Source: an optimization exercise on an open RTL-to-GDS flow (aim: small area, a short achievable clock period and few clock cycles). Production flows keep margins and buffers that such runs may drop.
Function was checked by simulation only, so behaviour that the tests miss may differ from the original.

File: config.mk
export PLATFORM = sky130hd
export DESIGN_NAME = motion_search_top
export DESIGN_NICKNAME = motion_search_top
export VERILOG_FILES = /design/flow/design.v
export SDC_FILE = /design/flow/constraint.sdc
export NUM_CORES = 4
export LEC_CHECK = 0
export ABC_AREA = 1
export CAP_MARGIN = 20
export CORE_MARGIN = 2
export CORE_UTILIZATION = 70
export SLEW_MARGIN = 20
export SETUP_SLACK_MARGIN = 6.5
File: constraint.sdc
create_clock -name core_clock -period 10.0 [get_ports {clk_i}]
set_input_delay 2.0000 -clock core_clock [delete_from_list [all_inputs] [get_ports {clk_i}]]
set_output_delay 2.0000 -clock core_clock [all_outputs]
set_load 0.01 [all_outputs]
File: design.v
package sad_pkg;
  localparam int PixelWidth = 8;
  localparam int SadWidth   = 17;   
  localparam int SumWidth   = 12;   
  localparam int SAddrWidth = 10;   
  localparam int RAddrWidth = 8;
  typedef logic [PixelWidth-1:0] pixel_t;
  typedef logic [SadWidth-1:0] sad_t;
  typedef logic [SumWidth-1:0] sum_t;
  typedef logic [SAddrWidth-1:0] saddr_t;
  typedef logic [RAddrWidth-1:0] raddr_t;
endpackage
`timescale 1ns/1ns
module sad_scan_decode #(
  parameter int SImgSize = 19,
  parameter int RImgSize = 4
) (
  input  logic   clk_i,
  input  logic   rst_ni,
  input  logic   start_i,
  input  logic   finish_i,
  output logic   busy_o,
  output sad_pkg::saddr_t smem_raddr_o,
  output sad_pkg::raddr_t ref_raddr_o,
  output logic   ref_load_o,    
  output logic   accept_o,      
  output logic   cand_vld_o,    
  output logic   cand_last_o    
);
  localparam int PixNum = SImgSize * SImgSize;
  localparam int RefNum = RImgSize * RImgSize;
  localparam int AddrW  = $clog2(PixNum);
  localparam int RefW   = $clog2(RefNum);
  localparam int PosW   = $clog2(SImgSize);
  logic             active;   
  logic [AddrW-1:0] addr;
  logic [RefW-1:0]  raddr;
  logic [PosW-1:0]  col;      
  logic [PosW-1:0]  row;
  logic             col_ge;   
  logic             row_ge;   
  logic             col_last;
  logic             row_last;
  logic             accept;
  logic             issue;    
  assign accept   = start_i && !busy_o;
  assign issue    = accept || active;
  assign col_last = col == PosW'(SImgSize - 1);
  assign row_last = row == PosW'(SImgSize - 1);
  assign accept_o = accept && rst_ni;
  assign smem_raddr_o = sad_pkg::SAddrWidth'(addr);
  assign ref_raddr_o  = sad_pkg::RAddrWidth'(raddr);
  always_ff @(posedge clk_i) begin
    if (!rst_ni) begin
      busy_o      <= 1'b0;
      active      <= 1'b0;
      addr        <= '0;
      raddr       <= '0;
      col         <= '0;
      row         <= '0;
      col_ge      <= 1'b0;
      row_ge      <= 1'b0;
      ref_load_o  <= 1'b0;
      cand_vld_o  <= 1'b0;
      cand_last_o <= 1'b0;
    end else begin
      if (accept) begin
        busy_o <= 1'b1;
      end else if (finish_i) begin
        busy_o <= 1'b0;
      end
      ref_load_o  <= accept || (raddr != '0);
      cand_vld_o  <= issue && col_ge && row_ge;
      cand_last_o <= issue && col_last && row_last;
      if (accept || (raddr != '0)) begin
        raddr <= raddr + 1'b1;
      end
      if (issue) begin
        if (col_last && row_last) begin
          active <= 1'b0;
          addr   <= '0;
          col    <= '0;
          row    <= '0;
          col_ge <= 1'b0;
          row_ge <= 1'b0;
        end else begin
          active <= 1'b1;
          addr   <= addr + 1'b1;
          if (col_last) begin
            col    <= '0;
            col_ge <= 1'b0;
            row    <= row + 1'b1;
            if (row == PosW'(RImgSize - 2)) row_ge <= 1'b1;
          end else begin
            col <= col + 1'b1;
            if (col == PosW'(RImgSize - 2)) col_ge <= 1'b1;
          end
        end
      end
    end
  end
endmodule
`timescale 1ns/1ns
module sad_pe_array #(
  parameter int SImgSize = 19,
  parameter int RImgSize = 4
) (
  input  logic   clk_i,
  input  logic   accept_i,
  input  logic   ref_load_i,
  input  sad_pkg::pixel_t search_pix_i,
  input  sad_pkg::pixel_t ref_pix_i,
  output sad_pkg::sum_t   sum_o
);
  localparam int RefNum  = RImgSize * RImgSize;
  localparam int LineLen = (RImgSize - 1) * SImgSize;
  localparam int SumW    = sad_pkg::SumWidth;
  localparam int ColW    = 10;   
  localparam sad_pkg::sum_t Offset = SumW'(-RefNum * 510);
  typedef logic [ColW-1:0] col_t;
  sad_pkg::pixel_t nref_q  [RefNum];      
  sad_pkg::sum_t   ref_sum_q;             
  sad_pkg::pixel_t npix_q;                
  sad_pkg::pixel_t nline_q [LineLen];     
  sad_pkg::pixel_t ncol    [RImgSize];    
  sad_pkg::pixel_t npre    [RImgSize];    
  logic            gt_q    [RImgSize][RImgSize];   
  col_t            min_s   [RImgSize];
  col_t            min_c   [RImgSize];
  col_t            min_s_q [RImgSize];
  col_t            min_c_q [RImgSize];
  logic [8:0]      pix_pair_q [2];        
  col_t            pix_sum_q;
  sad_pkg::sum_t   h_q     [RImgSize-1];
  function automatic sad_pkg::pixel_t nref_px(input int x, input int y);
    nref_px = nref_q[RefNum-1 - (RImgSize*y + x)];
  endfunction
  function automatic logic greater(input sad_pkg::pixel_t a, input sad_pkg::pixel_t nb);
    logic c;
    c = 1'b0;
    for (int i = 0; i < sad_pkg::PixelWidth; i++) c = (a[i] & nb[i]) | ((a[i] | nb[i]) & c);
    greater = c;
  endfunction
  function automatic logic [2*ColW-1:0] csa(input col_t a, input col_t b, input col_t c);
    csa = {((a & b) | (a & c) | (b & c)) << 1, a ^ b ^ c};
  endfunction
  always_ff @(posedge clk_i) begin
    if (ref_load_i) begin
      nref_q[0] <= ~ref_pix_i;
      for (int k = 1; k < RefNum; k++) nref_q[k] <= nref_q[k-1];
    end
  end
  always_ff @(posedge clk_i) begin
    if (accept_i) begin
      ref_sum_q <= Offset;
    end else if (ref_load_i) begin
      ref_sum_q <= ref_sum_q + SumW'(ref_pix_i);
    end
  end
  always_ff @(posedge clk_i) begin
    npix_q     <= ~search_pix_i;
    nline_q[0] <= npix_q;
    for (int k = 1; k < LineLen; k++) nline_q[k] <= nline_q[k-1];
  end
  always_comb begin
    for (int y = 0; y < RImgSize; y++) begin
      if (y == RImgSize - 1) begin
        ncol[y] = npix_q;
        npre[y] = ~search_pix_i;
      end else begin
        ncol[y] = nline_q[(RImgSize - 1 - y) * SImgSize - 1];
        npre[y] = nline_q[(RImgSize - 1 - y) * SImgSize - 2];
      end
    end
  end
  always_ff @(posedge clk_i) begin
    for (int y = 0; y < RImgSize; y++) begin
      for (int x = 0; x < RImgSize; x++) begin
        gt_q[y][x] <= greater(~npre[y], nref_px(x, y));
      end
    end
  end
  always_comb begin
    col_t m [RImgSize];
    col_t s1, c1;
    for (int x = 0; x < RImgSize; x++) begin
      for (int y = 0; y < RImgSize; y++) begin
        m[y] = ColW'(gt_q[y][x] ? nref_px(x, y) : ncol[y]);
      end
      {c1, s1} = csa(m[0], m[1], m[2]);
      {min_c[x], min_s[x]} = csa(s1, c1, m[3]);
    end
  end
  always_ff @(posedge clk_i) begin
    pix_pair_q[0] <= 9'(~npre[0]) + 9'(~npre[1]);
    pix_pair_q[1] <= 9'(~npre[2]) + 9'(~npre[3]);
  end
  always_ff @(posedge clk_i) begin
    for (int x = 0; x < RImgSize; x++) begin
      min_s_q[x] <= min_s[x];
      min_c_q[x] <= min_c[x];
    end
    pix_sum_q <= ColW'(pix_pair_q[0]) + ColW'(pix_pair_q[1]);
  end
  always_ff @(posedge clk_i) begin
    h_q[0] <= ref_sum_q + SumW'(pix_sum_q) + {min_s_q[0], 1'b0} + {min_c_q[0], 1'b0};
    for (int x = 1; x < RImgSize - 1; x++) begin
      h_q[x] <= h_q[x-1] + SumW'(pix_sum_q) + {min_s_q[x], 1'b0} + {min_c_q[x], 1'b0};
    end
    sum_o <= h_q[RImgSize-2] + SumW'(pix_sum_q) +
             {min_s_q[RImgSize-1], 1'b0} + {min_c_q[RImgSize-1], 1'b0};
  end
endmodule
`timescale 1ns/1ns
module sad_min_select #(
  parameter int SImgSize = 19,
  parameter int RImgSize = 4,
  parameter int Latency  = 4    
) (
  input  logic   clk_i,
  input  logic   rst_ni,
  input  logic   accept_i,
  input  logic   cand_vld_i,    
  input  logic   cand_last_i,
  input  sad_pkg::sum_t   sum_i,  
  output logic   finish_o,
  output sad_pkg::sad_t   min_sad_o,
  output sad_pkg::saddr_t min_addr_o
);
  localparam int Offset = (RImgSize - 1) * (SImgSize + 1);   
  localparam int CandW  = 9;
  logic [Latency-2:0] vld_q;
  logic [Latency-2:0] last_q;
  sad_pkg::sum_t      best_sad;
  logic [CandW-1:0]   best_addr;
  logic [CandW-1:0]   cand_addr;   
  assign min_sad_o  = sad_pkg::SadWidth'(best_sad);
  assign min_addr_o = sad_pkg::SAddrWidth'(best_addr);
  always_ff @(posedge clk_i) begin
    if (!rst_ni) begin
      vld_q    <= '0;
      last_q   <= '0;
      finish_o <= 1'b0;
    end else begin
      vld_q    <= {vld_q[Latency-3:0], cand_vld_i};
      last_q   <= {last_q[Latency-3:0], cand_last_i};
      finish_o <= last_q[Latency-2];
    end
  end
  always_ff @(posedge clk_i) begin
    if (accept_i) begin
      best_sad  <= '1;   
      cand_addr <= CandW'(1 - Latency - Offset);
    end else begin
      cand_addr <= cand_addr + 1'b1;
      if (vld_q[Latency-2] && (sum_i < best_sad)) begin
        best_sad  <= sum_i;
        best_addr <= cand_addr;
      end
    end
  end
endmodule
`timescale 1ns/1ns
module motion_search_top #(
  parameter int SImgSize = 19,
  parameter int RImgSize = 4,
  parameter int PeNum    = 16
) (
  input  logic   clk_i,
  input  logic   rst_ni,
  input  logic   start_i,
  input  sad_pkg::pixel_t smem_rdata_i,
  input  sad_pkg::pixel_t ref_rdata_i,
  output sad_pkg::saddr_t smem_raddr_o,
  output sad_pkg::raddr_t ref_raddr_o,
  output logic   busy_o,
  output logic   finish_o,
  output sad_pkg::sad_t   min_sad_o,
  output sad_pkg::saddr_t min_addr_o
);
  logic          ref_load;
  logic          accept;
  logic          cand_vld;
  logic          cand_last;
  sad_pkg::sum_t sum;
  sad_scan_decode #(
    .SImgSize(SImgSize),
    .RImgSize(RImgSize)
  ) i_decode (
    .clk_i       (clk_i),
    .rst_ni      (rst_ni),
    .start_i     (start_i),
    .finish_i    (finish_o),
    .busy_o      (busy_o),
    .smem_raddr_o(smem_raddr_o),
    .ref_raddr_o (ref_raddr_o),
    .ref_load_o  (ref_load),
    .accept_o    (accept),
    .cand_vld_o  (cand_vld),
    .cand_last_o (cand_last)
  );
  sad_pe_array #(
    .SImgSize(SImgSize),
    .RImgSize(RImgSize)
  ) i_execute (
    .clk_i       (clk_i),
    .accept_i    (accept),
    .ref_load_i  (ref_load),
    .search_pix_i(smem_rdata_i),
    .ref_pix_i   (ref_rdata_i),
    .sum_o       (sum)
  );
  sad_min_select #(
    .SImgSize(SImgSize),
    .RImgSize(RImgSize),
    .Latency (4)
  ) i_result (
    .clk_i      (clk_i),
    .rst_ni     (rst_ni),
    .accept_i   (accept),
    .cand_vld_i (cand_vld),
    .cand_last_i(cand_last),
    .sum_i      (sum),
    .finish_o   (finish_o),
    .min_sad_o  (min_sad_o),
    .min_addr_o (min_addr_o)
  );
endmodule
File: flow/run.sh
#!/bin/bash
set -euo pipefail
MARGIN=$(cat flow/margin.txt)
echo "export SETUP_SLACK_MARGIN = $MARGIN" >> config.mk
bash standard.sh > standard.log 2>&1
File: flow/margin.txt
6.5
File: standard.sh
#!/bin/bash
# synth_recipe.tcl (not shown) runs the flow's synth.tcl, then flattens the netlist and writes it again
# the make line also repeats each setting of config.mk as NAME=value (left out here)
make -C /OpenROAD-flow-scripts/flow DESIGN_CONFIG=/design/flow/config.mk WORK_HOME=/design/flow/orfs CLKGATE_MAP_FILE= SYNTH_SCRIPT=/design/flow/synth_recipe.tcl "${@:-finish}"
==> summary.md, run 1 <==
| Metric | Value |
|---|---|
| Max Cap Viol | `0` |
| CP Depth | `1` |
| Post-synth design cell area | `0.02958 mm2` |
| Fin Clk Skew | `0.02979 ns` |
| Final count of hold timing violations | `0` |
| Critical path required time | `8.00 ns` |
| Routed len/inst | `19.77 um` |
| Remaining antenna violation count | `0` |
| Worst Path Max Fanout | `1` |
| CP max stage delay | `0.53 ns` |
| Setup crit start kind | `flop` |
| CTS buffer count | `78` |
| CTS H-tree depth | `3` |
| WP data arrival | `1.47 ns` |
| Hold Slack | `0.3131 ns` |
| Congestion Overflow GR | `0` |
| Final Cell Area | `0.03342 mm2` |
| Drt pass-1 iters | `6` |
| Clk sinks | `831` |
| Share of cells above drive strength 1 | `0.05807` |
| Vias | `18,880` |
| CORE AREA | `0.04185 mm2` |
| CP Cell Sequence | `clkdlybuf4s50_1` |
| Crit path kind | `flop to primary output` |
| Hold_sp | `i_execute.nline_q[41][3]` |
| Total track usage | `0.3169` |
| Die W | `209.6 um` |
| Crit path from | `i_result.best_addr[4]` |
| Largest net degree at the start of global routing | `72` |
| Min-delay worst type | `flop to flop` |
| Avg Cell Area, Syn | `10.87 um2` |
| Hold Path Depth | `0` |
| Ranking of synthesized cells by area | `dfxtp_1 47%, edfxtp_1 14%, fa_1 9.2%` |
| Worst Max-Slew Pin Slew | `1.035 ns` |
| Status | `no timing/DRC/antenna violations` |
| Final wirelength | `67,860 um` |
| I/O Pins | `66` |
| Post-cts hold buffer count | `0` |
| Vias in the first global route | `18,980` |
| Commonest non-fill, non-tap cell in the layout | `dfxtp_1` |
| Post-synthesis register bit count | `831` |
| Global placer's final weighted congestion | `0.9556` |
| Tmin final | `3.471 ns` |
| Synth area leader | `dfxtp_1` |
| Count of input and output buffers | `54` |
| WP buf/inv | `1` |
| Cell Area, Placed | `0.03062 mm2` |
| CTS tree | `done` |
| Yosys warning count | `15` |
| # DRC | `0` |
| FMAX | `0.2881 GHz` |
| Most frequent cells in the layout | `689 x dfxtp_1, 492 x inv_1, 472 x nand2_1, 170 x o21ai_0, 137 x edfxtp_1` |
| Placed cells | `3,286` |
| Gate Count Post-Synth | `2,722` |
| Clk pin slew, worst setup/hold paths | `0.06 ns` |
| HPWL Detailed | `46,780 um` |
| Tcrit/Tclk final | `0.3471` |
| CP delay by family, top | `buffers and inverters` |
| Initial Util | `0.7068` |
| Max-slew headroom | `0.3100` |
| Detailed router's first-iteration violation count | `1,796` |
| Die Span Y | `209.6 um` |
| Die area | `0.04392 mm2` |
| Nets | `3,086` |
| N_diodes | `0` |
| R2R Path Start | `i_execute.pix_sum_q[1]` |
| Top cell type's share of synthesized area | `0.4697` |
| Worst skew pair latency | `0.63 ns` |
| Finished Layout Cells | `3,432` |
| FF-to-FF path depth | `11` |
| Critical path capture point type | `primary output` |
| Via density per instance | `5.501` |
| Seq/Total Area, Yosys | `0.6087` |
| Initial antenna violation count | `0` |
| Final Max Tran Viols | `0` |
| Clock buffer depth | `3` |
| Yosys cell types | `46` |
| RSZ-0062 raised after global routing | `no` |
| Root buf cell | `clkbuf_16` |
| Final setup violation count | `0` |
| Row count | `75` |
| Slowest cell on the critical path | `clkdlybuf4s50_1` |
| Setup TNS Final | `0 ns` |
| First-pass GRT wire length | `104,400 um` |
| Area delta synth->final | `12.98%` |
[routing by layer]
| layer | GRT usage | wire, um | vias up |
|---|---|---|---|
| met5 | 0 | 0 | - |
| met4 | 0.1392 | 3207 | 0 |
| met3 | 0.06958 | 5791 | 208 |
| met2 | 0.5195 | 32350 | 923 |
| met1 | 0.4100 | 26520 | 9002 |
| li1 | - | - | 8745 |
[cell families after synthesis]
logic type      share of synthesized area
simple gates                      0.09758
flops                              0.6087
mux                              0.006810
fa+ha+maj                          0.1360
compound gates                    0.06048
buf+inv                           0.07161
xor+xnor                          0.01865
other cells                     0.0001268
[cell type report]
cell class / instances / area, um2
Multi-Input combinational cell: 1357 / 9499
Clock inverter: 29 / 410.4
Timing Repair Buffer: 56 / 519.2
Clock buffer: 117 / 2409
Inverter: 503 / 1893
Sequential cell: 831 / 18020
Fill cell: 2441 / 8432
Tap cell: 539 / 674.4
[flip-flops by register name, summed over array words and instances (netlist names), 8 cells and up]
signal,cells
i_decode.addr,9
i_execute.min_c_q,32
i_execute.min_s_q,36
i_execute.gt_q,16
i_result.best_sad,12
i_result.best_addr,9
i_execute.pix_sum_q,10
i_execute.nline_q,456
i_execute.npix_q,8
i_execute.h_q,36
i_execute.pix_pair_q,18
i_execute.ref_sum_q,12
i_execute.nref_q,128
i_execute.sum_o,12
i_result.cand_addr,9
[worst paths after layout]
check / end / slack [ns]
max: min_addr_o[4] / 6.53
min: i_execute.nline_q[42][3] / 0.31
max reg2reg: i_execute.h_q[0][8] / 6.87
min reg2reg: i_execute.nline_q[42][3] / 0.31
[synth_stat cells, drive strengths merged]
cell type	instances
a21o	10
a21oi	85
a221oi	1
a22oi	2
a31oi	4
and3	1
buf	22
clkbuf	19
clkinv	6
conb	1
dfxtp	694
edfxtp	137
fa	136
ha	104
inv	497
mux2	1
mux2i	19
nand2	474
nand3	89
nand3b	1
nand4	22
nor2	82
nor3	14
nor3b	2
o211ai	5
o21a	2
o21ai	178
o21bai	7
o22ai	36
o31ai	1
or2	7
xnor2	18
xor2	45
[what timing repair did]
item,CTS,global route
buffers inserted,0,0
resized for setup,37,8
endpoints found under the setup margin,46,8
pin swaps,0,1
[stage by stage]
step / util / setup WS, ns
2_1_floorplan: - / 6.734
3_3_place_gp: 0.7317 / 5.835
3_5_place_dp: 0.7317 / 5.727
4_1_cts: 0.7983 / 6.505
5_1_grt: 0.7985 / 6.500
6_report: 0.7985 / 6.529
Testbench counts, summed over its fixed seeds: cycles 23,416.
==> run 2, diff against run 1 <==
==> flow/margin.txt (replaced) <==
7.5
--- a/config.mk
+++ b/config.mk
@@ -12,2 +12,2 @@
 export SLEW_MARGIN = 20
-export SETUP_SLACK_MARGIN = 6.5
+export SETUP_SLACK_MARGIN = 7.5
==> run 2 against run 1 <==
Global-route usage rose by 3.7 points. Final area rose by 6.1%. Worst hold slack improved by 0.0045 ns. Synthesized area did not move. Sequential cell count did not move. Highest routed layer is now met5.
==> summary.md, run 2 <==
| Metric | Value |
|---|---|
| Status | `no timing/DRC/antenna violations` |
| Row count | `75 (unchanged)` |
| Post-cts hold buffer count | `0 (unchanged)` |
| Hold Slack | `0.3176 ns (+0.004493 ns)` |
| CP delay by family, top | `flip-flops` |
| Vias | `20,420 (+8.2%)` |
| Largest register FFs | `456 (unchanged)` |
| Share of cells above drive strength 1 | `0.1900 (+0.1319)` |
| Worst Path Max Fanout | `1 (unchanged)` |
| Gate Count Post-Synth | `2,722 (unchanged)` |
| Clock buffer depth | `3 (unchanged)` |
| Worst Max-Slew Pin Slew | `0.9972 ns (-0.03787 ns)` |
| Congestion Overflow GR | `0 (unchanged)` |
| Largest reg by FF count | `i_execute.nline_q` |
| Synth area leader | `dfxtp_1` |
| Ranking of synthesized cells by area | `dfxtp_1 47%, edfxtp_1 14%, fa_1 9.2%` |
| Global placer's final weighted congestion | `0.9667 (+1.2%)` |
| Clk pin slew, worst setup/hold paths | `0.08 ns (+0.02 ns)` |
| First-pass GRT wire length | `115,400 um (+10%)` |
| Die area | `0.04392 mm2 (unchanged)` |
| Seq/Total Area, Yosys | `0.6087 (unchanged)` |
| Final wirelength | `82,300 um (+21%)` |
| Post-synthesis register bit count | `831 (unchanged)` |
| Largest net degree at the start of global routing | `72 (unchanged)` |
| Min-delay worst type | `flop to flop` |
| Most used DFF post-synth | `dfxtp_1` |
| Remaining antenna violation count | `0 (unchanged)` |
| Vias in the first global route | `20,510 (+8.1%)` |
| Initial antenna violation count | `1 (+1)` |
| R2R Setup Slk | `7.20 ns (+0.33 ns)` |
| Area delta synth->final | `19.92%` |
| FF-to-FF path depth | `11 (unchanged)` |
| Die Span Y | `209.6 um (unchanged)` |
| Max Cap Viol | `0 (unchanged)` |
| Critical path capture point type | `primary output` |
| Root buf cell | `clkbuf_16` |
| Detailed router's first-iteration violation count | `2,140 (+19%)` |
| Slowest cell on the critical path | `edfxtp_1` |
| Yosys cell types | `46 (unchanged)` |
| Initial Util | `0.7068 (unchanged)` |
| Max-slew headroom | `0.3282 (+0.01822)` |
| CP Depth | `1 (unchanged)` |
| Drt pass-1 iters | `8 (+2)` |
| Crit path kind | `flop to primary output` |
| Routed len/inst | `23.39 um (+18%)` |
| FILL cells | `1,962 (-20%)` |
| Clk sinks | `831 (unchanged)` |
| CORE AREA | `0.04185 mm2 (unchanged)` |
| CTS H-tree depth | `3 (unchanged)` |
| FMAX | `0.3121 GHz (+8.3%)` |
| Ys async rst share | `0 (unchanged)` |
| Final setup violation count | `0 (unchanged)` |
| RSZ-0062 raised after global routing | `yes` |
| Nets | `3,174 (+2.9%)` |
| CTS tree | `done` |
| N_diodes | `0 (unchanged)` |
| Total track usage | `0.3542 (+0.03731)` |
| Top cell type's share of synthesized area | `0.4697 (unchanged)` |
| Most instantiated cells after synthesis | `694 x dfxtp_1, 493 x inv_1, 473 x nand2_1` |
| Hold Path Depth | `0 (unchanged)` |
| Setup TNS Final | `0 ns (unchanged)` |
| FF-to-FF End | `i_execute.h_q[1][8]` |
| Hold EP | `i_execute.nline_q[16][7]` |
| Multi-input gate area | `0.01073 mm2 (+13%)` |
| Tmin final | `3.204 ns (-0.2671 ns)` |
| WP buf/inv | `1 (unchanged)` |
| HPWL Detailed | `48,870 um (+4.5%)` |
| Setup crit start kind | `flop` |
| Die W | `209.6 um (unchanged)` |
| Largest registers | `i_execute.nline_q (456), i_execute.nref_q (128)` |
| Avg Cell Area, Syn | `10.87 um2 (unchanged)` |
| # DRC | `0 (unchanged)` |
| Via density per instance | `5.805 (+5.5%)` |
| R2R Path Start | `i_execute.min_s_q[1][2]` |
| Fin Clk Skew | `0.02359 ns (-0.006199 ns)` |
| Post-synth design cell area | `0.02958 mm2 (unchanged)` |
| Critical path required time | `8.00 ns (about the same)` |
| Final Max Tran Viols | `0 (unchanged)` |
| Worst skew pair latency | `0.63 ns (about the same)` |
| Final count of hold timing violations | `0 (unchanged)` |
| Count leader, synth | `dfxtp_1` |
| Count of input and output buffers | `54 (unchanged)` |
| CTS buffer count | `77 (-1.3%)` |
| Yosys warning count | `15 (unchanged)` |
| Commonest non-fill, non-tap cell in the layout | `dfxtp_1` |
| CP max stage delay | `0.42 ns (-0.11 ns)` |
| Post-synth EDFFs | `137 (unchanged)` |
| WP data arrival | `1.20 ns (-0.27 ns)` |
| FF+latch area | `0.01808 mm2 (+0.35%)` |
| CP Cell Sequence | `buf_2` |
| I/O Pins | `66 (unchanged)` |
| Tcrit/Tclk final | `0.3204 (-0.02671)` |
| Most frequent cells in the layout | `650 x dfxtp_1, 460 x inv_1, 430 x nand2_1, 152 x o21ai_0, 137 x edfxtp_1` |
| Hold_sp | `i_execute.nline_q[15][7]` |
## run 2: cell counts after synthesis
Identical to the previous run, type by type.
## run 2: metrics by stage
step	worst slack, ns	cell area, um2	std cells	utilization
after floorplan	6.848	30020	2732	-
after global placement	5.680	30980	3286	0.7403
after detailed placement	5.604	30980	3286	0.7403
after CTS	6.782	34640	3488	0.8277
after global routing	6.754	35480	3518	0.8476
final	6.796	35480	3518	0.8476
## run 2: layout make-up
| type | count | share of cell area |
|---|---|---|
| flip-flops and latches | 831 | 0.5096 |
| multi-input cells | 1357 | 0.3023 |
| clock buffers | 110 | 0.06507 |
| inverters | 503 | 0.05449 |
| repair buffers | 144 | 0.03626 |
| well taps | 539 | 0.01901 |
| clock inverters | 33 | 0.01301 |
| repair inverters | 1 | 0.0001763 |
## run 2: cell families after synthesis
| group | Yosys count | share of synthesized area |
|---|---|---|
| flops | 831 | 0.6087 |
| simple gates | 692 | 0.09758 |
| buf+inv | 544 | 0.07161 |
| compound gates | 331 | 0.06048 |
| fa+ha+maj | 240 | 0.1360 |
| xor+xnor | 63 | 0.01865 |
| mux | 20 | 0.006810 |
| other cells | 1 | 0.0001268 |
## run 2: worst max path at each step
stage	from	endpoint	slack, ns
2_1_floorplan	ref_rdata_i[0]	i_execute.ref_sum_q[10]	6.85
3_3_place_gp	rst_ni	i_execute.ref_sum_q[5]	5.68
3_5_place_dp	rst_ni	i_execute.ref_sum_q[5]	5.60
4_1_cts	i_result.best_addr[1]	min_addr_o[1]	6.78
5_1_grt	i_result.best_addr[3]	min_addr_o[3]	6.75
6_report	i_result.best_addr[3]	min_addr_o[3]	6.80
## run 2: per-layer routing
layer,global-route usage,part of all wire
met4,0.2020,0.075
met3,0.07482,0.089
met5,0,0.00016
met1,0.4159,0.35
met2,0.6083,0.49
## run 2: timing repair
action,4_1_cts,5_1_grt
pin swaps,68,94
cloned,1,1
buffers inserted,58,29
endpoints found under the setup margin,143,104
gates resized for setup,402,154
==> run 3, diff against run 2 <==
==> flow/margin.txt (replaced) <==
7.0
--- a/config.mk
+++ b/config.mk
@@ -12,2 +12,2 @@
 export SLEW_MARGIN = 20
-export SETUP_SLACK_MARGIN = 7.5
+export SETUP_SLACK_MARGIN = 7.0
==> run 3 against run 2 <==
Synthesized cell count stayed put. Non-clock buffer count is 52 lower. Core utilization decreased by 4.1 points. Register-to-register slack got worse by 0.09 ns. Final cell count fell by 1.5%. Still clean on timing, DRC and antenna. Die area is the same.
==> summary.md, run 3 <==
| Metric | Value |
|---|---|
| Clock buffer depth | `3 (unchanged)` |
| Tcrit/Tclk final | `0.3135 (-0.006898)` |
| Seq/Total Area, Yosys | `0.6087 (unchanged)` |
| Drt pass-1 iters | `6 (-2)` |
| FILL cells | `2,418 (+23%)` |
| Nets | `3,122 (-1.6%)` |
| Placed cells | `3,285 (-0.030%)` |
| Initial antenna violation count | `0 (-1)` |
| Share of cells above drive strength 1 | `0.1002 (-0.08983)` |
| Ranking of synthesized cells by area | `dfxtp_1 47%, edfxtp_1 14%, fa_1 9.2%` |
| Tmin final | `3.135 ns (-0.06898 ns)` |
| CP max stage delay | `0.37 ns (-0.05 ns)` |
| Synth area leader | `dfxtp_1` |
| R2R Path Start | `i_execute.pix_sum_q[2]` |
| Critical path capture point type | `primary output` |
| CP delay by family, top | `flip-flops` |
| Hold Slack | `0.3215 ns (+0.003909 ns)` |
| Min-delay worst type | `flop to flop` |
| Post-synth design cell area | `0.02958 mm2 (unchanged)` |
| Top cell type's share of synthesized area | `0.4697 (unchanged)` |
| Post-route setup slack | `6.865 ns (+0.06898 ns)` |
| Yosys cell types | `46 (unchanged)` |
| Die area | `0.04392 mm2 (unchanged)` |
| Max Cap Viol | `0 (unchanged)` |
| First-pass GRT wire length | `103,400 um (-10%)` |
| Final Cell Area | `0.03375 mm2 (-4.9%)` |
| Most instantiated cells after synthesis | `694 x dfxtp_1, 493 x inv_1, 473 x nand2_1` |
| CP Cell Sequence | `buf_2` |
| Commonest non-fill, non-tap cell in the layout | `dfxtp_1` |
| Cell Area, Placed | `0.03072 mm2 (-0.83%)` |
| Status | `no timing/DRC/antenna violations` |
| Root buf cell | `clkbuf_16` |
| Slowest cell on the critical path | `edfxtp_1` |
| Worst Max-Slew Pin Slew | `1.042 ns (+0.04469 ns)` |
| Die Span Y | `209.6 um (unchanged)` |
| Post-synthesis register bit count | `831 (unchanged)` |
| Ys async rst share | `0 (unchanged)` |
| Largest net degree at the start of global routing | `75 (+4.2%)` |
| Most used DFF post-synth | `dfxtp_1` |
| Worst skew pair latency | `0.62 ns (about the same)` |
| Largest reg by FF count | `i_execute.nline_q` |
| # DRC | `0 (unchanged)` |
| Crit path from | `i_result.best_addr[0]` |
| Largest register FFs | `456 (unchanged)` |
| Final Max Tran Viols | `0 (unchanged)` |
| Detailed router's first-iteration violation count | `1,813 (-15%)` |
| Area delta synth->final | `14.08%` |
| Multi-input gate area | `0.009688 mm2 (-9.7%)` |
| Vias | `18,910 (-7.4%)` |
| Clk pin slew, worst setup/hold paths | `0.07 ns (about the same)` |
| Hold_sp | `i_execute.nline_q[38][4]` |
| Final count of hold timing violations | `0 (unchanged)` |
| Routed len/inst | `19.68 um (-16%)` |
| R2R Setup Slk | `7.11 ns (-0.09 ns)` |
| Worst Path Max Fanout | `1 (unchanged)` |
| N_diodes | `0 (unchanged)` |
| Max-slew headroom | `0.3054 (-0.02277)` |
| Critical path required time | `8.00 ns (about the same)` |
| Final wirelength | `68,180 um (-17%)` |
| I/O Pins | `66 (unchanged)` |
| Yosys warning count | `15 (unchanged)` |
| FMAX | `0.3190 GHz (+2.2%)` |
| WP buf/inv | `1 (unchanged)` |
| CTS H-tree depth | `3 (unchanged)` |
| Vias in the first global route | `18,990 (-7.4%)` |
| CTS buffer count | `78 (+1.3%)` |
| RSZ-0062 raised after global routing | `yes` |
| Final setup violation count | `0 (unchanged)` |
| Fin Clk Skew | `0.02017 ns (-0.003423 ns)` |
| Setup TNS Final | `0 ns (unchanged)` |
| Gate Count Post-Synth | `2,722 (unchanged)` |
| Count leader, synth | `dfxtp_1` |
| Crit path kind | `flop to primary output` |
| Clk sinks | `831 (unchanged)` |
| CTS tree | `done` |
| Setup crit start kind | `flop` |
| Count of input and output buffers | `54 (unchanged)` |
| Finished Layout Cells | `3,464 (-1.5%)` |
| Avg Cell Area, Syn | `10.87 um2 (unchanged)` |
| Global placer's final weighted congestion | `0.9548 (-1.2%)` |
| WP data arrival | `1.13 ns (-0.07 ns)` |
| Via density per instance | `5.458 (-6.0%)` |
| Congestion Overflow GR | `0 (unchanged)` |
| Most frequent cells in the layout | `665 x dfxtp_1, 489 x inv_1, 471 x nand2_1, 168 x o21ai_0, 137 x edfxtp_1` |
| CORE AREA | `0.04185 mm2 (unchanged)` |
| Initial Util | `0.7068 (unchanged)` |
| Dpl ws | `5.724 ns (+0.1208 ns)` |
| Row count | `75 (unchanged)` |
| Remaining antenna violation count | `0 (unchanged)` |
| Die W | `209.6 um (unchanged)` |
| Largest registers | `i_execute.nline_q (456), i_execute.nref_q (128)` |
| Post-cts hold buffer count | `0 (unchanged)` |
| FF+latch area | `0.01806 mm2 (-0.10%)` |
| Total track usage | `0.3136 (-0.04061)` |
| Post-synth EDFFs | `137 (unchanged)` |
| HPWL Detailed | `47,110 um (-3.6%)` |
run 3: worst reg2reg max path, cell delays in order (launching register included):
cell and delay (ns):
dfxtp_1 0.41, fa_1 0.46, fa_1 0.49, ha_1 0.21
inv_1 0.09, fa_1 0.48, o21ai_2 0.27, nand2_1 0.09
nand2_1 0.07, nand2_1 0.04, nand2_1 0.07, xor2_1 0.14
run 3: through the flow:
stage / util
after floorplan: -
after global placement: 0.7341
after detailed placement: 0.7341
after CTS: 0.8033
after global routing: 0.8063
final: 0.8063
run 3: routing by layer:
| metal | routed length, um | track usage | up-vias | share of wire |
|---|---|---|---|---|
| met2 | 33220 | 0.5309 | 928 | 0.49 |
| met5 | 0 | 0 | - | 0 |
| li1 | - | - | 8808 | - |
| met3 | 5339 | 0.06479 | 167 | 0.078 |
| met1 | 27210 | 0.4044 | 9005 | 0.40 |
| met4 | 2404 | 0.1118 | 0 | 0.035 |
run 3: cell type report:
class / instances / share of cell area
Clock buffer: 111 / 0.06966
Clock inverter: 31 / 0.007675
Inverter: 503 / 0.05621
Multi-Input combinational cell: 1357 / 0.2871
Sequential cell: 831 / 0.5352
Tap cell: 539 / 0.01998
Timing Repair Buffer: 92 / 0.02421
run 3: final timing paths:
path / cells after the start / to
hold / removal: 0 / i_execute.nline_q[39][4]
hold reg to reg: 0 / i_execute.nline_q[39][4]
setup / recovery: 1 / min_addr_o[0]
setup reg to reg: 11 / i_execute.h_q[0][8]
run 3: kinds of logic (layout without fill, tap and decap cells):
logic type      Yosys count  after routing  synth area share
xor+xnor                 63             63           0.01865
flops                   831            831            0.6087
fa+ha+maj               240            240            0.1360
buf+inv                 544            737           0.07161
other cells               1             11         0.0001268
simple gates            692            692           0.09758
mux                      20             20          0.006810
compound gates          331            331           0.06048
run 3: repair_timing:
| action | in CTS | in global routing |
|---|---|---|
| buffers inserted | 28 | 9 |
| pin swaps | 5 | 9 |
| endpoints found under the hold margin | 0 | 0 |
| resized for setup | 225 | 24 |
| setup endpoints to repair | 96 | 76 |
==> run 4, diff against run 3 <==
--- a/design.v
+++ b/design.v
@@ -131,3 +131,3 @@
   col_t            min_c_q [RImgSize];
-  logic [8:0]      pix_pair_q [2];        
+  col_t            pix_sum;
   col_t            pix_sum_q;
@@ -193,5 +193,5 @@
   end
-  always_ff @(posedge clk_i) begin
-    pix_pair_q[0] <= 9'(~npre[0]) + 9'(~npre[1]);
-    pix_pair_q[1] <= 9'(~npre[2]) + 9'(~npre[3]);
+  always_comb begin
+    pix_sum = '0;
+    for (int y = 0; y < RImgSize; y++) pix_sum = pix_sum + ColW'(~ncol[y]);
   end
@@ -202,3 +202,3 @@
     end
-    pix_sum_q <= ColW'(pix_pair_q[0]) + ColW'(pix_pair_q[1]);
+    pix_sum_q <= pix_sum;
   end
==> flow/margin.txt (replaced) <==
6.5
--- a/config.mk
+++ b/config.mk
@@ -12,2 +12,2 @@
 export SLEW_MARGIN = 20
-export SETUP_SLACK_MARGIN = 7.0
+export SETUP_SLACK_MARGIN = 6.5
==> run 4 against run 3 <==
Still clean on timing, DRC and antenna. Register-to-register slack worse by 0.51 ns. Sequential share of layout area grew 1.3 points. Sequential cell count is 18 lower. Synthesized cell count decreased by 5.1%. Synthesized area down 2.9%. Non-clock buffer count is 37 lower. Largest cell class unchanged.
==> summary.md, run 4 <==
| Metric | Value |
|---|---|
| Row count | `74 (-1.3%)` |
| HPWL Detailed | `44,160 um (-6.3%)` |
| CTS buffer count | `75 (-3.8%)` |
| Fin util | `0.7923 (-0.01403)` |
| Synth area leader | `dfxtp_1` |
| CP Cell Sequence | `clkdlybuf4s50_1` |
| Most frequent cells in the layout | `671 x dfxtp_1, 471 x inv_1, 394 x nand2_1, 160 x o21ai_0, 148 x fa_1` |
| Nets | `2,937 (-5.9%)` |
| Area delta synth->final | `12.13%` |
| Die Span Y | `206.6 um (-1.4%)` |
| First-pass GRT wire length | `96,400 um (-6.7%)` |
| Max Cap Viol | `0 (unchanged)` |
| Slowest cell on the critical path | `clkdlybuf4s50_1` |
| Met2 usage | `0.5053 (-0.02566)` |
| Post-cts hold buffer count | `0 (unchanged)` |
| Routed len/inst | `19.23 um (-2.3%)` |
| Post-synthesis register bit count | `813 (-2.2%)` |
| Die W | `206.6 um (-1.4%)` |
| Vias | `17,580 (-7.0%)` |
| Largest register FFs | `456 (unchanged)` |
| Final count of hold timing violations | `0 (unchanged)` |
| Dpl ws | `5.672 ns (-0.05185 ns)` |
| CP max stage delay | `0.53 ns (+0.16 ns)` |
| Global placer's final weighted congestion | `0.9413 (-1.4%)` |
| Ys async rst share | `0 (unchanged)` |
| GR Layer Usage met1 | `0.4116 (+0.007267)` |
| R2R Setup Slk | `6.60 ns (-0.51 ns)` |
| Count of input and output buffers | `54 (unchanged)` |
| Status | `no timing/DRC/antenna violations` |
| Final setup violation count | `0 (unchanged)` |
| Initial antenna violation count | `0 (unchanged)` |
| I/O Pins | `66 (unchanged)` |
| Final Max Tran Viols | `0 (unchanged)` |
| Largest registers | `i_execute.nline_q (456), i_execute.nref_q (128)` |
| Most instantiated cells after synthesis | `676 x dfxtp_1, 472 x inv_1, 394 x nand2_1` |
| Clock buffer depth | `3 (unchanged)` |
| Max-slew headroom | `0.2607 (-0.04477)` |
| Tcrit/Tclk final | `0.3447 (+0.03118)` |
| Share of cells above drive strength 1 | `0.05801 (-0.04216)` |
| Seq/Total Area, Yosys | `0.6144 (+0.005725)` |
| Root buf cell | `clkbuf_16` |
| Tmin final | `3.447 ns (+0.3118 ns)` |
| Remaining antenna violation count | `0 (unchanged)` |
| Clk sinks | `813 (-2.2%)` |
| Critical path required time | `8.00 ns (about the same)` |
| CTS tree | `done` |
| Ranking of synthesized cells by area | `dfxtp_1 47%, edfxtp_1 14%, fa_1 10%` |
| Yosys warning count | `14 (-1)` |
| Die area | `0.04267 mm2 (-2.9%)` |
| Worst Max-Slew Pin Slew | `1.109 ns (+0.06716 ns)` |
| Yosys cell types | `51 (+11%)` |
| Met3 Use GR | `0.05432 (-0.01047)` |
| CP delay by family, top | `buffers and inverters` |
| Critical path capture point type | `primary output` |
| Post-synth EDFFs | `137 (unchanged)` |
| Fin Clk Skew | `0.02256 ns (+0.002394 ns)` |
| Clk pin slew, worst setup/hold paths | `0.06 ns (about the same)` |
| Via density per instance | `5.372 (-1.6%)` |
| Largest net degree at the start of global routing | `79 (+5.3%)` |
| FMAX | `0.2901 GHz (-9.0%)` |
| N_diodes | `0 (unchanged)` |
| Drt pass-1 iters | `5 (-1)` |
| # DRC | `0 (unchanged)` |
| Count leader, synth | `dfxtp_1` |
| CTS H-tree depth | `3 (unchanged)` |
| Top Usage Layer GRT | `met2` |
| Setup TNS Final | `0 ns (unchanged)` |
| Worst skew pair latency | `0.61 ns (about the same)` |
| Avg Cell Area, Syn | `11.12 um2 (+2.3%)` |
| Vias in the first global route | `17,480 (-7.9%)` |
| Crit path kind | `flop to primary output` |
| Most used DFF post-synth | `dfxtp_1` |
| Final wirelength | `62,930 um (-7.7%)` |
| Commonest non-fill, non-tap cell in the layout | `dfxtp_1` |
| Gate Count Post-Synth | `2,582 (-5.1%)` |
| FILL cells | `2,403 (-0.62%)` |
| Post-route setup slack | `6.553 ns (-0.3118 ns)` |
| CORE AREA | `0.04065 mm2 (-2.9%)` |
| Setup crit start kind | `flop` |
| Detailed router's first-iteration violation count | `1,835 (+1.2%)` |
| Largest reg by FF count | `i_execute.nline_q` |
| Congestion Overflow GR | `0 (unchanged)` |
| Post-synth design cell area | `0.02872 mm2 (-2.9%)` |
| Multi-input gate area | `0.009106 mm2 (-6.0%)` |
| WP data arrival | `1.45 ns (+0.32 ns)` |
| RSZ-0062 raised after global routing | `no` |
| FF+latch area | `0.01766 mm2 (-2.2%)` |
| Initial Util | `0.7066 (about the same)` |
| Total track usage | `0.3038 (-0.009826)` |
| Min-delay worst type | `flop to flop` |
| Top cell type's share of synthesized area | `0.4712 (+0.001551)` |
| Worst Path Max Fanout | `1 (unchanged)` |
| WP buf/inv | `1 (unchanged)` |
-- run 4: changes by cell type in the layout (fill, tap and decap cells not counted), sizes merged, moves of 12 or more --
cell / previous run / this run
o21ai: 178 / 165
dfxtp: 694 / 676
ha: 104 / 88
mux2i: 19 / 0
dlygate4sd2: 6 / 26
fa: 136 / 149
clkdlybuf4s50: 3 / 23
nor2: 82 / 94
buf: 74 / 1
inv: 505 / 481
nand2: 474 / 397
-- run 4: area by class of cell --
cell class	count	area share
sequential	813	0.5482
multi-input combinational	1261	0.2828
timing repair buffer	55	0.01616
tap	532	0.02067
inverter	475	0.05548
clock inverter	30	0.008625
clock buffer	107	0.06807
-- run 4: cells by family after synthesis --
logic type | Yosys count | share of synthesized area
other | 1 | 0.0001306
AOI/OAI and AO/OA | 337 | 0.06456
xor gates and xnor gates | 55 | 0.01677
adders and majority gates | 237 | 0.1422
and+or+nand+nor | 621 | 0.09192
DFF | 813 | 0.6144
buffers and inverters | 518 | 0.06997
-- run 4: stage by stage --
step	instance area [um2]	instances	hold WS, ns
after floorplan	28760	2592	0.3096
after global placement	29750	3136	0.3098
after detailed placement	29750	3136	0.3121
after CTS	32200	3273	0.3047
after global routing	32200	3273	0.3158
final	32200	3273	0.3075
-- run 4: timing repair --
item                                   CTS  global route
cloned                                   0             0
setup buffers                            0             0
endpoints found under the hold margin    0             0
resized for setup                       34             6
setup endpoints to repair               56            30
-- run 4: per-layer routing --
layer  up-vias  part of all wire
li1       8313                 -
met2       719              0.48
met3       122             0.076
met1      8427              0.41
met5         -                 0
met4         0             0.028
-- run 4: path summary, 6_finish.rpt --
kind	start	endpoint	cells after the start
min	i_execute.nline_q[43][1]	i_execute.nline_q[44][1]	0
max	i_result.best_addr[1]	min_addr_o[1]	1
max reg2reg	i_execute.nline_q[18][1]	i_execute.pix_sum_q[7]	14
min reg2reg	i_execute.nline_q[43][1]	i_execute.nline_q[44][1]	0
Testbench counts of run 4, summed over its fixed seeds: cycles 23,416.
==> run 5, diff against run 4 <==
==> flow/margin.txt (replaced) <==
7.0
--- a/config.mk
+++ b/config.mk
@@ -12,2 +12,2 @@
 export SLEW_MARGIN = 20
-export SETUP_SLACK_MARGIN = 6.5
+export SETUP_SLACK_MARGIN = 7.0
==> run 5 against run 4 <==
Highest routed layer unchanged. Sequential cell count did not move. Still clean. Register-to-register slack better by 0.49 ns. Sequential share of layout area shrank 0.95 points. Final cell count is 1.3% higher.
==> summary.md, run 5 <==
| Metric | Value |
|---|---|
| Status | `no timing/DRC/antenna violations` |
| Finished Layout Cells | `3,316 (+1.3%)` |
| Critical path required time | `8.00 ns (about the same)` |
| Yosys cell types | `51 (unchanged)` |
| Detailed router's first-iteration violation count | `1,881 (+2.5%)` |
| Worst Path Max Fanout | `1 (unchanged)` |
| CP endpoint | `min_addr_o[7]` |
| Area delta synth->final | `14.43%` |
| R2R Path Start | `i_execute.nline_q[18][4]` |
| Post-synthesis register bit count | `813 (unchanged)` |
| Worst Max-Slew Pin Slew | `1.158 ns (+0.04905 ns)` |
| Share of cells above drive strength 1 | `0.1067 (+0.04867)` |
| Largest net degree at the start of global routing | `81 (+2.5%)` |
| Drt pass-1 iters | `7 (+2)` |
| Nets | `2,981 (+1.5%)` |
| Post-synth EDFFs | `137 (unchanged)` |
| Post-synth design cell area | `0.02872 mm2 (unchanged)` |
| Most used DFF post-synth | `dfxtp_1` |
| Die Span Y | `206.6 um (unchanged)` |
| Avg Cell Area, Syn | `11.12 um2 (unchanged)` |
| Tmin final | `3.124 ns (-0.3224 ns)` |
| Setup TNS Final | `0 ns (unchanged)` |
| FF-to-FF path depth | `10 (-4)` |
| Final wirelength | `65,360 um (+3.9%)` |
| Remaining antenna violation count | `0 (unchanged)` |
| Top cell type's share of synthesized area | `0.4712 (unchanged)` |
| Largest reg by FF count | `i_execute.nline_q` |
| Max-slew headroom | `0.2280 (-0.03270)` |
| Yosys warning count | `14 (unchanged)` |
| FMAX | `0.3201 GHz (+10%)` |
| Seq/Total Area, Yosys | `0.6144 (unchanged)` |
| Setup crit start kind | `flop` |
| Clk sinks | `813 (unchanged)` |
| Largest register FFs | `456 (unchanged)` |
| Global placer's final weighted congestion | `0.9813 (+4.2%)` |
| CP Depth | `1 (unchanged)` |
| Gate Count Post-Synth | `2,582 (unchanged)` |
| Commonest non-fill, non-tap cell in the layout | `dfxtp_1` |
| RSZ-0062 raised after global routing | `yes` |
| Count leader, synth | `dfxtp_1` |
| Most instantiated cells after synthesis | `676 x dfxtp_1, 472 x inv_1, 394 x nand2_1` |
| Final count of hold timing violations | `0 (unchanged)` |
| WP buf/inv | `1 (unchanged)` |
| CP delay by family, top | `flip-flops` |
| Fin Clk Skew | `0.02264 ns (+0.00007610 ns)` |
| Row count | `74 (unchanged)` |
| Tcrit/Tclk final | `0.3124 (-0.03224)` |
| Final Max Tran Viols | `0 (unchanged)` |
| N_diodes | `0 (unchanged)` |
| I/O Pins | `66 (unchanged)` |
| Worst skew pair latency | `0.64 ns (+0.03 ns)` |
| Total track usage | `0.3106 (+0.006836)` |
| Clk pin slew, worst setup/hold paths | `0.06 ns (about the same)` |
| Most frequent cells in the layout | `640 x dfxtp_1, 468 x inv_1, 389 x nand2_1, 157 x o21ai_0, 146 x fa_1` |
| Initial antenna violation count | `0 (unchanged)` |
| Initial Util | `0.7066 (unchanged)` |
| CTS H-tree depth | `3 (unchanged)` |
| WP data arrival | `1.12 ns (-0.33 ns)` |
| Vias in the first global route | `18,200 (+4.1%)` |
| Crit path from | `i_result.best_addr[7]` |
| Final setup violation count | `0 (unchanged)` |
| CTS buffer count | `77 (+2.7%)` |
| FF-to-FF End | `i_execute.pix_sum_q[7]` |
| Synth area leader | `dfxtp_1` |
| CTS tree | `done` |
| Critical path capture point type | `primary output` |
| Max Cap Viol | `0 (unchanged)` |
| Via density per instance | `5.464 (+1.7%)` |
| Hold Slack | `0.3123 ns (+0.004846 ns)` |
| Vias | `18,120 (+3.1%)` |
| # DRC | `0 (unchanged)` |
| CORE AREA | `0.04065 mm2 (unchanged)` |
| CP Cell Sequence | `buf_2` |
| Ranking of synthesized cells by area | `dfxtp_1 47%, edfxtp_1 14%, fa_1 10%` |
| HPWL Detailed | `43,430 um (-1.6%)` |
| Clock buffer depth | `3 (unchanged)` |
| Routed len/inst | `19.71 um (+2.5%)` |
| First-pass GRT wire length | `98,700 um (+2.4%)` |
| Die W | `206.6 um (unchanged)` |
| R2R Setup Slk | `7.09 ns (+0.49 ns)` |
| Count of input and output buffers | `54 (unchanged)` |
| Ys async rst share | `0 (unchanged)` |
| Die area | `0.04267 mm2 (unchanged)` |
| Root buf cell | `clkbuf_16` |
| Slowest cell on the critical path | `edfxtp_1` |
| Congestion Overflow GR | `0 (unchanged)` |
| Placed cells | `3,136 (unchanged)` |
| Crit path kind | `flop to primary output` |
| Min-delay worst type | `flop to flop` |
| CP max stage delay | `0.35 ns (-0.18 ns)` |
| Largest registers | `i_execute.nline_q (456), i_execute.nref_q (128)` |
| FILL cells | `2,361 (-1.7%)` |
## run 5: cell counts after synthesis
Identical to the previous run, type by type.
## run 5: cell type report
| cell class | instances | area, um2 | area share |
|---|---|---|---|
| clock inverters | 26 | 256.5 | 0.007804 |
| repair buffers | 97 | 865.8 | 0.02634 |
| clock buffers | 112 | 2287 | 0.06959 |
| well taps | 532 | 665.6 | 0.02025 |
| inverters | 475 | 1789 | 0.05444 |
| flip-flops and latches | 813 | 17710 | 0.5388 |
| multi-input cells | 1261 | 9294 | 0.2828 |
## run 5: cell families after synthesis
family | count (synthesis) | synth area share
fa+ha+maj | 237 | 0.1422
other cells | 1 | 0.0001306
flops | 813 | 0.6144
xor+xnor | 55 | 0.01677
buf+inv | 518 | 0.06997
compound gates | 337 | 0.06456
simple gates | 621 | 0.09192
## run 5: how the worst min path moves through the flow
stage | startpoint | to | slack (ns) | cells after the start
2_1_floorplan | i_execute.nline_q[9][0] | i_execute.nline_q[10][0] | 0.31 | 0
5_1_grt | i_execute.nline_q[22][0] | i_execute.nline_q[23][0] | 0.31 | 0
3_3_place_gp | i_execute.nline_q[28][7] | i_execute.nline_q[29][7] | 0.31 | 0
4_1_cts | i_execute.nline_q[22][0] | i_execute.nline_q[23][0] | 0.31 | 0
3_5_place_dp | i_execute.nline_q[8][7] | i_execute.nline_q[9][7] | 0.31 | 0
6_report | i_execute.nline_q[44][3] | i_execute.nline_q[45][3] | 0.31 | 0
## run 5: per-stage QoR
| stage | cell area [um2] | util | worst slack (ns) |
|---|---|---|---|
| 4_1_cts | 32670 | 0.8037 | 6.838 |
| 2_1_floorplan | 28850 | - | 6.848 |
| 5_1_grt | 32870 | 0.8086 | 6.821 |
| 6_report | 32870 | 0.8086 | 6.876 |
| 3_5_place_dp | 29840 | 0.7342 | 5.602 |
| 3_3_place_gp | 29840 | 0.7342 | 5.710 |
## run 5: what timing repair did
action                                  CTS  global route
endpoints found under the hold margin     0             0
buffers inserted                         29            13
pin swaps                                 5            13
gates resized for setup                 221            35
gates cloned                              0             0
endpoints found under the setup margin   86            69
hold buffers                              0             0
## run 5: layer usage
metal | global-route usage | routed length, um | up-vias
li1 | - | - | 8393
met1 | 0.4041 | 26330 | 8708
met2 | 0.5159 | 31330 | 820
met3 | 0.06201 | 4995 | 199
met4 | 0.1235 | 2702 | 0
met5 | 0 | 0 | -
==> run 6, diff against run 5 <==
--- a/config.mk
+++ b/config.mk
@@ -7,3 +7,2 @@
 export LEC_CHECK = 0
-export ABC_AREA = 1
 export CAP_MARGIN = 20
==> run 6 against run 5 <==
Worst setup slack got worse by 0.070 ns. Core utilization rose by 1.9 points. Synthesized cell count fell by 16%. Synthesized area fell by 1.8%. Worst hold slack improved by 0.0015 ns. Wire length rose by 8.9%.
==> summary.md, run 6 <==
| Metric | Value |
|---|---|
| Status | `no timing/DRC/antenna violations` |
| Largest register FFs | `456 (unchanged)` |
| Count of input and output buffers | `54 (unchanged)` |
| Vias in the first global route | `17,470 (-4.0%)` |
| Top cell type's share of synthesized area | `0.4797 (+0.008463)` |
| CTS H-tree depth | `3 (unchanged)` |
| Fin Clk Skew | `0.03025 ns (+0.007614 ns)` |
| N_diodes | `0 (unchanged)` |
| Final count of hold timing violations | `0 (unchanged)` |
| Worst Path Max Fanout | `2 (+1)` |
| Remaining antenna violation count | `0 (unchanged)` |
| Crit path kind | `input pin to flop` |
| Critical path required time | `10.55 ns (+2.55 ns)` |
| Count leader, synth | `dfxtp_1` |
| # DRC | `0 (unchanged)` |
| Finished Layout Cells | `2,924 (-12%)` |
| Total track usage | `0.3371 (+0.02656)` |
| I/O Pins | `66 (unchanged)` |
| Most frequent cells in the layout | `634 x dfxtp_1, 321 x inv_1, 139 x fa_1, 137 x edfxtp_1, 80 x clkbuf_16` |
| Seq/Total Area, Yosys | `0.6255 (+0.01104)` |
| Drt pass-1 iters | `6 (-1)` |
| CTS tree | `done` |
| Gate Count Post-Synth | `2,174 (-16%)` |
| Worst skew pair latency | `0.63 ns (about the same)` |
| Avg Cell Area, Syn | `12.98 um2 (+17%)` |
| Share of cells above drive strength 1 | `0.1672 (+0.06047)` |
| CORE AREA | `0.03973 mm2 (-2.3%)` |
| First-pass GRT wire length | `103,300 um (+4.7%)` |
| Final setup violation count | `0 (unchanged)` |
| Detailed router's first-iteration violation count | `1,806 (-4.0%)` |
| Routed len/inst | `24.34 um (+24%)` |
| Clock buffer depth | `3 (unchanged)` |
| Cell Area, Placed | `0.02933 mm2 (-1.7%)` |
| Setup TNS Final | `0 ns (unchanged)` |
| Final Cell Area | `0.03286 mm2 (about the same)` |
| CTS buffer count | `76 (-1.3%)` |
| Vias | `16,850 (-7.0%)` |
| Tmin final | `3.195 ns (+0.07047 ns)` |
| Critical path capture point type | `flop` |
| Max Cap Viol | `0 (unchanged)` |
| Synth area leader | `dfxtp_1` |
| Final wirelength | `71,180 um (+8.9%)` |
| Post-synth design cell area | `0.02821 mm2 (-1.8%)` |
| Root buf cell | `clkbuf_16` |
| Largest net degree at the start of global routing | `77 (-4.9%)` |
| Area delta synth->final | `16.48%` |
| Most used DFF post-synth | `dfxtp_1` |
| Congestion Overflow GR | `0 (unchanged)` |
| Post-synth EDFFs | `137 (unchanged)` |
| Clk pin slew, worst setup/hold paths | `0.06 ns (about the same)` |
| Global placer's final weighted congestion | `0.9526 (-2.9%)` |
| Ranking of synthesized cells by area | `dfxtp_1 48%, edfxtp_1 15%, fa_1 11%` |
| Initial Util | `0.7101 (+0.003512)` |
| Largest registers | `i_execute.nline_q (456), i_execute.nref_q (128)` |
| Nets | `2,593 (-13%)` |
| Clk sinks | `813 (unchanged)` |
| Via density per instance | `5.764 (+5.5%)` |
| Die Span Y | `204.8 um (-0.87%)` |
| Row count | `73 (-1.4%)` |
| Tcrit/Tclk final | `0.3195 (+0.007047)` |
| Yosys cell types | `57 (+12%)` |
| Largest reg by FF count | `i_execute.nline_q` |
| WP data arrival | `3.75 ns (+2.63 ns)` |
| Post-synthesis register bit count | `813 (unchanged)` |
| Max-slew headroom | `0.2872 (+0.05920)` |
| HPWL Detailed | `43,650 um (+0.50%)` |
| Most instantiated cells after synthesis | `676 x dfxtp_1, 339 x inv_1, 149 x fa_1` |
| Final Max Tran Viols | `0 (unchanged)` |
| Worst Max-Slew Pin Slew | `1.069 ns (-0.08880 ns)` |
| Die W | `204.8 um (-0.87%)` |
| Commonest non-fill, non-tap cell in the layout | `dfxtp_1` |
| Min-delay worst type | `flop to flop` |
| Setup crit start kind | `input pin` |
| Die area | `0.04193 mm2 (-1.7%)` |
| Placed cells | `2,719 (-13%)` |
| Ys async rst share | `0 (unchanged)` |
| Initial antenna violation count | `4 (+4)` |
| RSZ-0062 raised after global routing | `yes` |
| Yosys warning count | `14 (unchanged)` |
| FMAX | `0.3130 GHz (-2.2%)` |
-- run 6: kinds of logic after synthesis --
| kind of cell | synth area share |
|---|---|
| buffers and inverters | 0.05269 |
| xor gates and xnor gates | 0.02018 |
| AOI/OAI and AO/OA | 0.05171 |
| DFF | 0.6255 |
| and+or+nand+nor | 0.04843 |
| muxes | 0.03903 |
| adders and majority gates | 0.1624 |
| other | 0.0001329 |
-- run 6: path summary, 6_finish.rpt --
check | from | to | cells past startpoint | slack [ns]
max | ref_rdata_i[0] | i_execute.ref_sum_q[10] | 12 | 6.81
min | i_execute.nline_q[40][6] | i_execute.nline_q[41][6] | 0 | 0.31
max reg2reg | i_execute.pix_sum_q[7] | i_execute.h_q[0][11] | 10 | 6.89
min reg2reg | i_execute.nline_q[40][6] | i_execute.nline_q[41][6] | 0 | 0.31
-- run 6: per-stage QoR --
| stage | hold WS, ns | util | setup WS (ns) |
|---|---|---|---|
| final | 0.3139 | 0.8271 | 6.805 |
| after global routing | 0.3278 | 0.8271 | 6.756 |
| after CTS | 0.3229 | 0.8151 | 6.820 |
| after detailed placement | 0.3121 | 0.7381 | 5.553 |
| after global placement | 0.3098 | 0.7381 | 5.615 |
| after floorplan | 0.3096 | - | 6.377 |
-- run 6: cell type report --
cell class | instances | area (um2)
Multi-Input combinational cell | 986 | 9600
Clock buffer | 110 | 2195
Timing Repair Buffer | 121 | 1061
Clock inverter | 30 | 341.6
Inverter | 339 | 1277
Fill cell | 1960 | 6870
Sequential cell | 813 | 17730
Tap cell | 525 | 656.9
-- run 6: worst max-delay path: stages --
cell and delay, ns:
buf_8 0.10, ha_4 0.15, inv_2 0.05, fa_2 0.20, nor2b_2 0.05, o21ai_2 0.14, a21boi_2 0.09, o21ai_2 0.17
a21oi_2 0.11, buf_4 0.15, or4b_4 0.47, nand3_2 0.07
-- run 6: routing by layer --
| metal | routed length, um | vias to the layer above | global-route usage |
|---|---|---|---|
| li1 | - | 7392 | - |
| met1 | 26710 | 8329 | 0.4204 |
| met2 | 35500 | 884 | 0.5794 |
| met3 | 5426 | 243 | 0.06793 |
| met4 | 3500 | 6 | 0.1325 |
| met5 | 46 | - | 0 |
-- run 6: what timing repair did --
| item | in CTS | in global routing |
|---|---|---|
| gates resized for setup | 294 | 79 |
| setup endpoints to repair | 107 | 86 |
| hold buffers | 0 | 0 |
| setup buffers | 39 | 26 |
| pin swaps | 30 | 56 |

[afterwards: timing with drivers on the ports]
The flow's constraints put no driver on any port. The routed layouts listed below were extracted and timed again, unchanged, in two steps. Step 1, drivers: a clkbuf_16 drives clk_i and a buf_2 each remaining input, both assumed. Step 2 moves the port delays by t, midway between the first and last clock arrival at a register: inputs arrive t later, outputs are due t later. That takes back most of the time a late clock gives input paths. a / b / c = no drivers / after step 1 / after step 2; a / b = the first two.
| run | t, ns | slack for setup (ns) | latest minus earliest clock arrival (ns) | worst data-port slew with drivers (ns) | cell pins on the clock port's net |
|---|---|---|---|---|---|
| run 1 | 0.680 | 6.529 / 6.469 / 5.949 | 0.032 / 0.032 | 0.05 | 1 |
| run 2 | 0.673 | 6.796 / 6.740 / 6.549 | 0.029 / 0.029 | 0.18 | 1 |
| run 3 | 0.667 | 6.865 / 6.809 / 6.389 | 0.020 / 0.021 | 0.05 | 1 |
| run 4 | 0.651 | 6.553 / 6.499 / 6.093 | 0.024 / 0.024 | 0.04 | 1 |
| run 5 | 0.676 | 6.876 / 6.821 / 6.354 | 0.026 / 0.027 | 0.04 | 1 |
| run 6 | 0.669 | 6.805 / 6.797 / 6.145 | 0.033 / 0.032 | 0.07 | 1 |
After both steps every run listed still meets setup and hold. The setup slack of run 6, which loses most, moves by -0.008 ns with the drivers and by -0.660 ns with both steps.
